Background: an optimization exercise with open tools, aiming at small area, a short achievable clock period and few clock cycles per item. Do not read the settings as production practice.
The RTL was checked by simulation tests, not by an equivalence proof against the original design.
No activity file was given, so power comes from the tool's default toggle rates.

### flow/config.mk
export PLATFORM = sky130hd
export DESIGN_NAME = priority_semaphore_bank_top
export DESIGN_NICKNAME = priority_semaphore_bank_top
export VERILOG_FILES = /design/flow/design.v
export SDC_FILE = /design/flow/constraint.sdc
export NUM_CORES = 4
export LEC_CHECK = 0
export CAP_MARGIN = 20
export CORE_MARGIN = 2
export CORE_UTILIZATION = 40
export SETUP_SLACK_MARGIN = 2.0
export SLEW_MARGIN = 20
### flow/constraint.sdc
create_clock -name core_clock -period 5.0 [get_ports {aclk}]
set_input_delay 1.0000 -clock core_clock [delete_from_list [all_inputs] [get_ports {aclk}]]
set_output_delay 1.0000 -clock core_clock [all_outputs]
set_load 0.01 [all_outputs]
### flow/design.v
package psb_pkg;
    localparam int NUM_SEM    = 8;
    localparam int MAX_TASKS  = 32;
    localparam int CNT_W      = 16;
    localparam int S_TDATA_W  = 48;
    localparam int M_TDATA_W  = 16;
    localparam int CFG_DATA_W = 64;
    localparam logic [1:0] ST_OK      = 2'd0;
    localparam logic [1:0] ST_BLOCKED = 2'd1;
    localparam logic [1:0] ST_REFUSED = 2'd2;
    localparam logic [1:0] ST_TIMEOUT = 2'd3;
endpackage
module psb_prienc (
    input  logic [31:0] vec,
    output logic [31:0] top,
    output logic [5:0]  prio
);
    logic [31:0] above;    
    always_comb begin
        above[31] = 1'b0;
        for (int i = 30; i >= 0; i--) begin
            above[i] = above[i+1] | vec[i+1];
        end
        top = vec & ~above;
        prio = '0;
        for (int i = 0; i < 32; i++) begin
            prio = prio | ({6{top[i]}} & 6'(i + 1));
        end
    end
endmodule
module psb_core (
    input  logic        aclk,
    input  logic        aresetn,
    input  logic        cfg_mask,     
    input  logic        cfg_counts,   
    input  logic [63:0] cfg_data,
    input  logic        op_fire,
    input  logic [2:0]  sem,
    input  logic [4:0]  pidx,
    input  logic        op_wait,      
    input  logic        op_block,     
    input  logic        op_sig,       
    input  logic        op_res,       
    output logic [1:0]  status,
    output logic        rel_valid,
    output logic [5:0]  rel_prio
);
    logic [7:0]  cmask_reg;
    logic [15:0] cnt_reg  [8];
    logic [31:0] mask_reg [8];
    logic [15:0] c;
    logic [31:0] b;
    logic        cm;
    logic        z, full, any;
    logic [31:0] pbit;
    logic [31:0] top;
    logic [5:0]  top_prio;
    logic        dec, inc;
    logic [15:0] x;
    logic [15:0] tog;
    logic [15:0] cnt_new;
    logic [31:0] mask_new;
    logic        keep;         
    logic [15:0] cnt_base;
    logic [31:0] mask_wd;
    always_ff @(posedge aclk) begin
        if (!aresetn) begin
            cmask_reg <= '0;
        end else if (cfg_mask) begin
            cmask_reg <= cfg_data[7:0];
        end
    end
    assign c  = cnt_reg[sem];
    assign b  = mask_reg[sem];
    assign cm = cmask_reg[sem];
    assign z    = (c == 16'd0);
    assign full = (c == 16'hFFFF);
    assign any  = |b;
    always_comb begin
        for (int i = 0; i < 32; i++) pbit[i] = (pidx == 5'(i));
    end
    psb_prienc u_prienc (
        .vec  (b),
        .top  (top),
        .prio (top_prio)
    );
    assign dec = op_wait & ~z;
    assign inc = op_sig & ~any & (cm ? ~full : z);
    assign x   = dec ? ~c : c;
    always_comb begin
        tog[0] = 1'b1;
        for (int i = 1; i < 16; i++) tog[i] = tog[i-1] & x[i-1];
    end
    assign cnt_new = c ^ (tog & {16{dec | inc}});
    assign mask_new = (b & ~((op_sig ? top : '0) | (op_res ? pbit : '0))) |
                      ((op_block & z) ? pbit : '0);
    always_comb begin
        status = psb_pkg::ST_REFUSED;
        if (op_wait) begin
            if (!z)            status = psb_pkg::ST_OK;
            else if (op_block) status = psb_pkg::ST_BLOCKED;
        end else if (op_sig) begin
            if (any | inc)     status = psb_pkg::ST_OK;
        end else if (op_res) begin
            status = ((b & pbit) != '0) ? psb_pkg::ST_TIMEOUT : psb_pkg::ST_OK;
        end
    end
    assign rel_valid = op_sig & any;
    assign rel_prio  = op_sig ? top_prio : 6'd0;
    assign keep     = aresetn & ~cfg_counts;
    assign cnt_base = cnt_new & {16{keep}};
    assign mask_wd  = mask_new & {32{keep}};
    for (genvar s = 0; s < 8; s++) begin : g_sem
        logic        we;
        logic [7:0]  bt;
        logic [15:0] cw;
        assign bt = cfg_data[8*s +: 8];
        assign we = ~aresetn | cfg_counts | (op_fire & (sem == 3'(s)));
        assign cw[15:8] = cnt_base[15:8];
        assign cw[7:0]  = cfg_counts ?
                          {bt[7:1] & {7{cmask_reg[s]}}, cmask_reg[s] ? bt[0] : (bt != 8'd0)} :
                          cnt_base[7:0];
        always_ff @(posedge aclk) begin
            if (we) begin
                cnt_reg[s]  <= cw;
                mask_reg[s] <= mask_wd;
            end
        end
    end
endmodule
module priority_semaphore_bank_top (
    input  logic         aclk,
    input  logic         aresetn,
    input  logic         s_tvalid,
    output logic         s_tready,
    input  logic [47:0]  s_tdata,
    output logic         m_tvalid,
    input  logic         m_tready,
    output logic [15:0]  m_tdata,
    input  logic         cfg_valid,
    output logic         cfg_ready,
    input  logic [0:0]   cfg_index,
    input  logic [63:0]  cfg_data
);
    logic       in_vld_reg;
    logic       out_vld_reg;
    logic [2:0] sem_reg;
    logic [4:0] pidx_reg;
    logic       wait_reg, block_reg, sig_reg, res_reg;
    logic [1:0] st_reg;
    logic       rv_reg;
    logic [5:0] rp_reg;
    logic       advance, op_fire, s_fire;
    logic [1:0] mode;
    logic [5:0] prio;
    logic       prio_ok, tmo_nz;
    logic [1:0] status;
    logic       rel_valid;
    logic [5:0] rel_prio;
    assign mode    = s_tdata[1:0];
    assign prio    = s_tdata[10:5];
    assign tmo_nz  = |s_tdata[42:11];
    assign prio_ok = (prio != 6'd0) && (prio <= 6'd32);
    assign cfg_ready = 1'b1;
    assign advance  = !out_vld_reg || m_tready;
    assign op_fire  = in_vld_reg && advance;
    assign s_tready = !in_vld_reg || advance;
    assign s_fire   = s_tvalid && s_tready;
    always_ff @(posedge aclk) begin
        if (!aresetn) begin
            in_vld_reg  <= 1'b0;
            out_vld_reg <= 1'b0;
        end else begin
            in_vld_reg  <= s_fire || (in_vld_reg && !advance);
            out_vld_reg <= op_fire || (out_vld_reg && !m_tready);
        end
    end
    always_ff @(posedge aclk) begin
        if (s_fire) begin
            sem_reg   <= s_tdata[4:2];
            pidx_reg  <= prio[4:0] - 5'd1;
            wait_reg  <= (mode == 2'd0);
            block_reg <= (mode == 2'd0) && tmo_nz && prio_ok;
            sig_reg   <= (mode == 2'd1);
            res_reg   <= (mode == 2'd2) && prio_ok;
        end
        if (op_fire) begin
            st_reg <= status;
            rv_reg <= rel_valid;
            rp_reg <= rel_prio;
        end
    end
    psb_core u_core (
        .aclk       (aclk),
        .aresetn    (aresetn),
        .cfg_mask   (cfg_valid && (cfg_index == 1'b0)),
        .cfg_counts (cfg_valid && (cfg_index == 1'b1)),
        .cfg_data   (cfg_data),
        .op_fire    (op_fire),
        .sem        (sem_reg),
        .pidx       (pidx_reg),
        .op_wait    (wait_reg),
        .op_block   (block_reg),
        .op_sig     (sig_reg),
        .op_res     (res_reg),
        .status     (status),
        .rel_valid  (rel_valid),
        .rel_prio   (rel_prio)
    );
    assign m_tvalid = out_vld_reg;
    assign m_tdata  = {7'd0, rp_reg, rv_reg, st_reg};
endmodule
### flow/run.sh
#!/bin/bash
# synth_recipe.tcl (not shown) runs the flow's synth.tcl, then flattens the netlist and writes it again
# the make line also repeats each setting of config.mk as NAME=value (left out here)
make -C /OpenROAD-flow-scripts/flow DESIGN_CONFIG=/design/flow/config.mk WORK_HOME=/design/flow/orfs CLKGATE_MAP_FILE= SYNTH_SCRIPT=/design/flow/synth_recipe.tcl finish
==> results of run 1 <==
## routing by layer
metal  share of wire [%]  routed length, microns  global-route usage, %
met1                  42                   28700                   34.8
met2                  48                   32800                   41.8
met3                 7.1                    4920                   5.33
met4                 3.8                    2640                   11.1
met5                   0                       0                      0
## synthesized netlist by cell type (13+ instances only)
cell	number	area, sq um
buf_2	18	90.1
nor3_1	27	135
and3_1	16	100
a21oi_1	83	415
a21o_1	18	135
nand3_1	26	130
o221a_2	13	146
a211oi_1	16	120
nor4_1	22	138
mux2i_1	91	911
nand2_1	122	458
and2_1	17	106
nor2b_1	39	244
o22ai_1	39	244
nand4_1	13	81.3
edfxtp_1	405	12200
clkbuf_1	38	143
buf_6	21	236
o21ai_0	42	210
nand2b_1	28	175
buf_4	17	128
a221oi_1	13	114
nor2_1	98	368
a22o_1	16	140
inv_1	30	113
## placed cells by master, fill, tap and decap left out, types with 12 or more instances in the layout
cell type and instances:
edfxtp_1 405, buf_4 152, clkdlybuf4s50_1 122, mux2i_1 89, nand2_1 88, nor2_1 69, a21oi_1 58, buf_6 53
clkbuf_16 50, nor2b_1 35, buf_12 31, inv_1 29, o21ai_0 26, o22ai_1 25, nor2_4 24, nor3_1 23
nand2_2 22, nand2b_1 20, nand3_1 18, nor4_1 18, a21o_1 17, a22o_1 16, a21oi_4 16, and2_1 15
nand2_4 14, o32ai_4 13, nand4_1 13, and3_1 13, o221a_2 12, nor2_2 12, a21oi_2 12, a31oi_1 12
## stage by stage
stage | std cells | util, % | hold slack [ns]
after global placement | 2355 | 46.9 | 0.550
final | 2566 | 56.2 | 0.574
after global routing | 2566 | 56.2 | 0.591
after floorplan | 1536 | - | 0.514
after detailed placement | 2356 | 47.0 | 0.567
after CTS | 2540 | 54.3 | 0.575
## worst register-to-register path, stage by stage, from the launching register on
cell	delay (ns)
edfxtp_1	0.41
buf_12	0.17
buf_12	0.13
buf_16	0.14
or3_4	0.43
buf_8	0.19
o22ai_4	0.27
o2111ai_4	0.22
nor4_4	0.27
buf_6	0.17
o2111ai_4	0.17
o21bai_4	0.26
buf_6	0.14
nand3_1	0.12
xnor2_2	0.21
nor2_2	0.06
buf_6	0.14
## where the power goes
| group | internal, uW | total (uW) | switching (uW) |
|---|---|---|---|
| clock network | 1790 | 3130 | 1340 |
| registers | 4250 | 4380 | 127 |
| logic | 843 | 1960 | 1110 |
## repair_timing
action,in CTS,in global routing
endpoints found under the hold margin,0,0
cloned,16,3
setup endpoints to repair,723,550
pin swaps,48,59
setup buffers,90,22
resized for setup,218,151
## cells by family after synthesis
| kind of cell | count (synthesis) |
|---|---|
| XOR/XNOR | 16 |
| multiplexers | 113 |
| flip-flops | 415 |
| buffers and inverters | 131 |
| AO/OA/AOI/OAI | 390 |
| other | 2 |
| AND/OR/NAND/NOR | 462 |
| adder cells (fa/ha/maj) | 1 |
## area by class of cell
type                            count  area share (%)
Multi-Input combinational cell    993            31.5
Clock buffer                       58            4.48
Clock inverter                     20           0.485
Tap cell                          664            3.01
Inverter                           33           0.503
Timing Repair Buffer              383            15.2
Sequential cell                   415            44.8
## final timing paths
| kind | startpoint | endpoint | depth (start not counted) |
|---|---|---|---|
| setup / recovery | sem_reg[2] | u_core.cnt_reg[3][10] | 16 |
| hold / removal | u_core.cmask_reg[5] | u_core.cmask_reg[5] | 2 |
| setup reg to reg | sem_reg[2] | u_core.cnt_reg[3][10] | 16 |
| hold reg to reg | u_core.cmask_reg[5] | u_core.cmask_reg[5] | 2 |
==> notes.md, run 1 <==
H-tree levels=2; Startpoint Class=flop; async set or reset register ratio after synthesis=0%; largest family of logic cells by synthesized area=compound AO/OA/AOI/OAI gates; Syn Area/Cell=13.1 sq um; Post-DRT Antenna Nets=0; Crit Path Class=reg2reg; Final Setup Violations=0; first-pass GRT wire length=98200 microns; area of the multi-input gates=8710 sq um; register area=12400 sq um; CTS root buffer=clkbuf_16; Fillers=3984; placer congestion estimate=0.920; YS warnings=5; DR vias=15200; initial antenna violation count=0; Critical Path End Type=flop; hpwl dp=43200 microns; largest net degree at the start of global routing=43; Synth Area in Compound Gates=15.2%; Fin. Hold Viols=0; number of CTS-inserted buffers=45; WP data required=5.32 ns; min Tclk post-route=3.76 ns; R2R setup slack=1.24 ns; Synth Area in Adders=0.0626%; Post-Synth Simple-Gate Area=12.1%; Worst Skew=0.0227 ns; n_diodes=0; post-route setup TNS=0 ns; DRT iter0 DRCs=1561; max reg flops=256; Pins Over Slew Limit=0; Yosys reg bits=415; Initial Utilization=40.7%; relative slew slack=28.2%; FP Rows=81; DRC=0; cell area after layout=27600 sq um; Synth Area in XOR/XNOR=0.738%; pwr/cell area=343 nW/um^2; final wirelength=69100 microns; Die ar.=51800 sq um; Ports=137; Max clock buf depth=3; EDFF count, synth=405; Synth Flop Type=edfxtp_1; Clk pin slew, worst setup/hold paths=0.06 ns; most used cell, CP=buf_6; VDD IR-drop max=0.243 mV; max_cap viols=0; WP buf/inv=7; Clk Latency, worst-skew pair=0.58 ns; cells after synthesis=1530; final worst slack=1.24 ns; CORE AREA=49200 sq um; Worst Hold Class=reg2reg; vias in the first global route=15000; Area Overhead vs Synth=38.1%; hold_buf cts=0; total track usage=26.2%; grt ovf=0; critical-path cell list=buf_12 -> buf_12 -> buf_16 -> or3_4 -> buf_8 -> o22ai_4 -> o2111ai_4 -> nor4_4 -> buf_6 -> o2111ai_4 -> o21bai_4 -> buf_6 -> nand3_1 -> xnor2_2 -> nor2_2 -> buf_6; port bufs=123; post-route clock period utilization=75.1%; Place WS=0.622 ns; Leak Pwr=0.0103 uW; multiplexer share of the synthesized area=6.37%; Die W=228 microns; CP peak stage delay=0.43 ns; Placed Instance Area=23100 sq um; overall power=9470 uW; Via-to-Cell Ratio=5.92; Fmax=0.266 GHz; nets=1990; clock sinks=415; Cell Area, Synth=20000 sq um; Avg WL per Cell=26.9 microns; Seq/Total Area, Yosys=61.8%; CP top delay family=buffers and inverters; RSZ-0062 raised after global routing=yes; Worst-Margin Slew=1.07 ns; Critical Path AT=4.08 ns; CP Max Fanout=8; status=no timing/DRC/antenna violations; Crit-path slowest cell=or3_4; die height=228 microns; share of layout cells above drive strength 1=33.4%; Distinct cells, synth=102; TritonCTS clock tree=yes; first drt pass iteration count=5
Testbench counts, summed over its fixed seeds: cycles 19,264, items 19,200.
==> run 2, diff against run 1 <==
--- a/flow/config.mk
+++ b/flow/config.mk
@@ -6,4 +6,5 @@
 export NUM_CORES = 4
 export LEC_CHECK = 0
+export ABC_CLOCK_PERIOD_IN_PS = 2500
 export CAP_MARGIN = 20
 export CORE_MARGIN = 2
==> run 2 against run 1 <==
Synthesized area unchanged. Critical path depth did not move. Sequential power about the same. Worst setup slack did not move. Maximum frequency is the same. Synthesized cell count did not move. Non-clock buffer count stayed put. Total power did not move. Clock power is essentially flat. Largest power group unchanged.
==> notes.md, run 2 <==
Syn Area/Cell=13.1 sq um; Via-to-Cell Ratio=5.92; max reg flops=256; CP peak stage delay=0.43 ns; Synth Flop Type=edfxtp_1; TritonCTS clock tree=yes; post-route setup TNS=0 ns; Die ar.=51800 sq um; DR vias=15200; placer congestion estimate=0.920; most common cell in the synthesized netlist=edfxtp_1; Comb pwr share=20.7%; nets=1990; Fillers=3984; VDD IR-drop max=0.243 mV; Final Setup Violations=0; Clk pin slew, worst setup/hold paths=0.06 ns; Initial Utilization=40.7%; first-pass GRT wire length=98200 microns; Critical Path AT=4.08 ns; ranking of synthesized cells by area=edfxtp_1, mux2i_1, nand2_1; most frequent cells in the layout=edfxtp_1, buf_4, clkdlybuf4s50_1, mux2i_1, nand2_1; dominant cell type by area after synthesis=edfxtp_1; final worst slack=1.24 ns; Die W=228 microns; final wirelength=69100 microns; number of CTS-inserted buffers=45; FP Rows=81; Distinct cells, synth=102; Worst Hold Class=reg2reg; most used cell, CP=buf_6; Place WS=0.622 ns; Post-DRT Antenna Nets=0; port bufs=123; max_cap viols=0; grt ovf=0; WP data required=5.32 ns; RSZ-0062 raised after global routing=yes; register area=12400 sq um; Startpoint Class=flop; placed instance count=2356; YS warnings=5; commonest non-fill, non-tap cell in the layout=edfxtp_1; Yosys reg bits=415; Crit-path slowest cell=or3_4; area of the multi-input gates=8710 sq um; Ports=137; die height=228 microns; Max clock buf depth=3; overall power=9470 uW; post-synth top area share=60.8%; hold slack=0.574 ns; Sw Ratio=27.3%; hpwl dp=43200 microns; Cell Area, Synth=20000 sq um; Pint=6890 uW; EDFF count, synth=405; Clk Latency, worst-skew pair=0.58 ns; async set or reset register ratio after synthesis=0%; part of the power in registers=46.3%; Fin. Hold Viols=0; Fmax=0.266 GHz; min Tclk post-route=3.76 ns; initial antenna violation count=0; Area Overhead vs Synth=38.1%; CORE AREA=49200 sq um; Leak Pwr=0.0103 uW; Worst Skew=0.0227 ns; largest net degree at the start of global routing=43; Crit Path Class=reg2reg; first drt pass iteration count=5; DRC=0; post-route clock period utilization=75.1%; CP Max Fanout=8; critical-path cell list=buf_12 -> buf_12 -> buf_16 -> or3_4 -> buf_8 -> o22ai_4 -> o2111ai_4 -> nor4_4 -> buf_6 -> o2111ai_4 -> o21bai_4 -> buf_6 -> nand3_1 -> xnor2_2 -> nor2_2 -> buf_6; Layout Cells excl Fill=2566; Worst-Margin Slew=1.07 ns; n_diodes=0; sw power=2580 uW; total track usage=26.2%; Avg WL per Cell=26.9 microns; status=no timing/DRC/antenna violations; CTS root buffer=clkbuf_16; relative slew slack=28.2%; clock sinks=415; Clock power frac=33.1%; pwr/cell area=343 nW/um^2; Seq/Total Area, Yosys=61.8%; share of layout cells above drive strength 1=33.4%; Commonest cells post-synth=edfxtp_1, nand2_1, nor2_1, mux2i_1, a21oi_1; Pins Over Slew Limit=0; H-tree levels=2; Critical Path End Type=flop; DRT iter0 DRCs=1561; cells after synthesis=1530; vias in the first global route=15000
[run 2: cell counts after synthesis]
Identical to the previous run, type by type.
[run 2: final timing paths]
check                           to  depth (start not counted)  slack [ns]           startpoint
max          u_core.cnt_reg[3][10]                         16        1.24           sem_reg[2]
min            u_core.cmask_reg[5]                          2        0.57  u_core.cmask_reg[5]
max reg2reg  u_core.cnt_reg[3][10]                         16        1.24           sem_reg[2]
min reg2reg    u_core.cmask_reg[5]                          2        0.57  u_core.cmask_reg[5]
[run 2: per-layer routing]
| metal | up-vias | track usage, % | wire length (microns) |
|---|---|---|---|
| li1 | 6675 | - | - |
| met1 | 7745 | 34.8 | 28700 |
| met2 | 650 | 41.8 | 32800 |
| met3 | 131 | 5.33 | 4920 |
| met4 | 0 | 11.1 | 2640 |
| met5 | - | 0 | 0 |
[run 2: cells by family (layout without fill, tap and decap cells)]
kind of cell | Yosys count | after routing | share of synthesized area [%]
adders and majority gates | 1 | 1 | 0.0626
buffers and inverters | 131 | 494 | 3.69
AOI/OAI and AO/OA | 390 | 392 | 15.2
DFF | 415 | 415 | 61.8
other | 2 | 8 | 0.0376
xor gates and xnor gates | 16 | 16 | 0.738
and+or+nand+nor | 462 | 463 | 12.1
muxes | 113 | 113 | 6.37
[run 2: layout make-up]
type / instances / area share (%)
Timing Repair Buffer: 383 / 15.2
Sequential cell: 415 / 44.8
Multi-Input combinational cell: 993 / 31.5
Tap cell: 664 / 3.01
Clock buffer: 58 / 4.48
Clock inverter: 20 / 0.485
Inverter: 33 / 0.503
[run 2: critical path, delay by kind of cell (launching register included)]
family	cells	cell delay [ns]
AOI/OAI and AO/OA	4	0.90
buffers and inverters	7	1.07
xor gates and xnor gates	1	0.21
and+or+nand+nor	4	0.88
DFF	1	0.41
[run 2: stage by stage]
step / util, % / area [sq um]
after CTS: 54.3 / 26700
after floorplan: - / 20500
after global routing: 56.2 / 27600
after detailed placement: 47.0 / 23100
final: 56.2 / 27600
after global placement: 46.9 / 23100
[run 2: repair_timing]
item	CTS	global route
hold buffers	0	0
gates cloned	16	3
resized for setup	218	151
pin swaps	48	59
hold endpoints to repair	0	0
endpoints found under the setup margin	723	550
buffers inserted	90	22
[run 2: power by group through the flow]
stage | registers (uW) | clock network (uW) | logic [uW]
global placement | 4420 | 0 | 1470
global route | 4410 | 3290 | 2050
CTS | 4370 | 3170 | 1800
floorplan | 4390 | 0 | 878
detailed placement | 4440 | 0 | 1490
finish | 4380 | 3130 | 1960
==> run 3, diff against run 2 <==
--- a/flow/config.mk
+++ b/flow/config.mk
@@ -6,8 +6,6 @@
 export NUM_CORES = 4
 export LEC_CHECK = 0
-export ABC_CLOCK_PERIOD_IN_PS = 2500
 export CAP_MARGIN = 20
 export CORE_MARGIN = 2
 export CORE_UTILIZATION = 40
-export SETUP_SLACK_MARGIN = 2.0
 export SLEW_MARGIN = 20
==> run 3 against run 2 <==
Flip-flop and latch count is the same. Sequential power barely moved. Clock skew fell by 0.0046 ns. Non-clock buffer count fell by 133. Synthesized cell count unchanged. Largest power group unchanged.
==> notes.md, run 3 <==
status=no timing/DRC/antenna violations; register area=12400 sq um; CP peak stage delay=0.71 ns; clock sinks=415; Clk Latency, worst-skew pair=0.59 ns; vias in the first global route=14300; VDD IR-drop max=0.219 mV; commonest non-fill, non-tap cell in the layout=edfxtp_1; DRC=0; grt ovf=0; min Tclk post-route=4.47 ns; H-tree levels=2; Max clock buf depth=3; max_cap viols=0; Die ar.=51800 sq um; CTS root buffer=clkbuf_16; Commonest cells post-synth=edfxtp_1, nand2_1, nor2_1, mux2i_1, a21oi_1; total track usage=24.4%; largest net degree at the start of global routing=51; post-CTS setup buffers=0; Worst-Margin Slew=0.998 ns; CP Max Fanout=22; hold slack=0.550 ns; area of the multi-input gates=7020 sq um; Distinct cells, synth=102; dominant cell type by area after synthesis=edfxtp_1; Die W=228 microns; Place WS=0.617 ns; CP top delay family=simple AND/OR/NAND/NOR gates; nets=1855; max reg flops=256; post-synth top area share=60.8%; TritonCTS clock tree=yes; Syn Area/Cell=13.1 sq um; initial antenna violation count=0; Critical Path End Type=flop; async set or reset register ratio after synthesis=0%; Worst Skew=0.0180 ns; Pins Over Slew Limit=0; post-CTS resize count=0; Cell Area, Synth=20000 sq um; hpwl dp=42100 microns; FP Rows=81; EDFF count, synth=405; first drt pass iteration count=5; most frequent cells in the layout=edfxtp_1, clkdlybuf4s50_1, nand2_1, buf_4, nor2_1; die height=228 microns; Worst Hold Class=reg2reg; cells after synthesis=1530; WP data required=5.31 ns; most used cell, CP=nor2_1; Fin. Hold Viols=0; DRT iter0 DRCs=1479; Fillers=4323; Avg WL per Cell=25.6 microns; Fmax=0.224 GHz; Clk pin slew, worst setup/hold paths=0.06 ns; Area Overhead vs Synth=20.4%; Seq/Total Area, Yosys=61.8%; Initial Utilization=40.7%; Crit-path slowest cell=edfxtp_1; first-pass GRT wire length=91500 microns; CORE AREA=49200 sq um; Yosys reg bits=415; Critical Path AT=4.78 ns; DR vias=14200; pwr/cell area=374 nW/um^2; Leak Pwr=0.00885 uW; overall power=9000 uW; placer congestion estimate=0.942; hold_buf cts=0; ranking of synthesized cells by area=edfxtp_1, mux2i_1, nand2_1; n_diodes=0; Final Setup Violations=0; Crit Path Class=reg2reg; Post-DRT Antenna Nets=0; number of CTS-inserted buffers=46; final worst slack=0.530 ns; port bufs=123; most common cell in the synthesized netlist=edfxtp_1; final wirelength=62400 microns; YS warnings=5; Via-to-Cell Ratio=5.84; Startpoint Class=flop; post-route clock period utilization=89.4%; R2R setup slack=0.53 ns; relative slew slack=33.4%; RSZ-0062 raised after global routing=no; WP buf/inv=1; critical-path cell list=inv_2 -> a211oi_1 -> o32ai_2 -> nand4_1 -> or4_1 -> nor2_1 -> nand2_1 -> nor2_2 -> a22oi_1 -> nor2_1; Ports=137; Synth Flop Type=edfxtp_1; share of layout cells above drive strength 1=16.7%
run 3: cell count changes in the layout (fill, tap and decap cells not counted), sizes merged:
cell / change
clkdlybuf4s50: +1
clkdlybuf4s15: -1
o21ai: -2
clkbuf: +2
clkinvlp: -1
bufinv: +1
bufbuf: -5
buf: -125
or3: -1
run 3: area by class of cell:
type,count,area share (%)
Timing Repair Buffer,250,9.70
Tap cell,664,3.45
Inverter,33,0.525
Clock buffer,63,5.05
Multi-Input combinational cell,990,29.2
Clock inverter,20,0.754
Sequential cell,415,51.4
run 3: worst reg2reg max path: cells and delay by family, from the launching register on:
family | cells | cell delay [ns]
AND/OR/NAND/NOR | 6 | 1.95
flip-flops | 1 | 0.71
buffers and inverters | 1 | 0.67
AO/OA/AOI/OAI | 3 | 0.88
run 3: cell families (layout without fill, tap and decap cells):
logic type | Yosys count | in the layout | share of synthesized area [%]
AO/OA/AOI/OAI | 390 | 390 | 15.2
XOR/XNOR | 16 | 16 | 0.738
adder cells (fa/ha/maj) | 1 | 1 | 0.0626
buffers and inverters | 131 | 366 | 3.69
flip-flops | 415 | 415 | 61.8
multiplexers | 113 | 113 | 6.37
other | 2 | 8 | 0.0376
AND/OR/NAND/NOR | 462 | 462 | 12.1
run 3: where the power goes:
part           internal (uW)  switching, uW  leakage, uW  total [uW]
clock                   1810           1380     0.000672        3200
sequential              4250            118      0.00437        4370
combinational            553            878      0.00381        1430
run 3: path summary, 6_finish.rpt:
path,start,end,cells after the start
hold / removal,in_vld_reg,in_vld_reg,2
setup reg to reg,sem_reg[0],u_core.mask_reg[5][2],10
hold reg to reg,in_vld_reg,in_vld_reg,2
setup / recovery,sem_reg[0],u_core.mask_reg[5][2],10
run 3: stage by stage:
step / utilization [%] / setup TNS (ns) / cells / area [sq um]
floorplan: - / -152.56 / 1536 / 20000
global placement: 46.1 / 0 / 2352 / 22700
detailed placement: 46.1 / 0 / 2352 / 22700
CTS: 49.0 / 0 / 2435 / 24100
global route: 49.0 / 0 / 2435 / 24100
finish: 49.0 / 0 / 2435 / 24100
run 3: routing by layer:
metal / routed length (microns) / track usage [%] / vias up
met4: 2030 / 8.50 / 0
met1: 26400 / 33.0 / 7080
met5: 0 / 0 / -
met2: 28800 / 39.0 / 638
met3: 5230 / 5.32 / 122
li1: - / - / 6386

## static timing again, ports no longer ideal
How much do the figures lean on ideal ports? The routed layouts below were timed once more, with nothing changed but the port constraints.
Step 1 assumes that a clkbuf_16 drives the clock port and a buf_2 every other input.
Step 2 also shifts input and output timing later by t, the mid clock arrival at the registers, as if the neighbouring blocks saw the same clock.
a / b / c = no drivers / after step 1 / after step 2; a / b = the first two.
| run | t, ns | setup WS [ns] | worst setup path at the end | slew at the worst register clock pin (ns) |
|---|---|---|---|---|
| run 1 | 0.625 | 1.244 / 1.244 / 1.063 | input to register | 0.07 / 0.07 |
| run 2 | 0.625 | 1.244 / 1.244 / 1.063 | input to register | 0.07 / 0.07 |
| run 3 | 0.634 | 0.530 / 0.530 / 0.530 | register to register | 0.06 / 0.06 |
After both steps setup and hold are still met in every run listed.
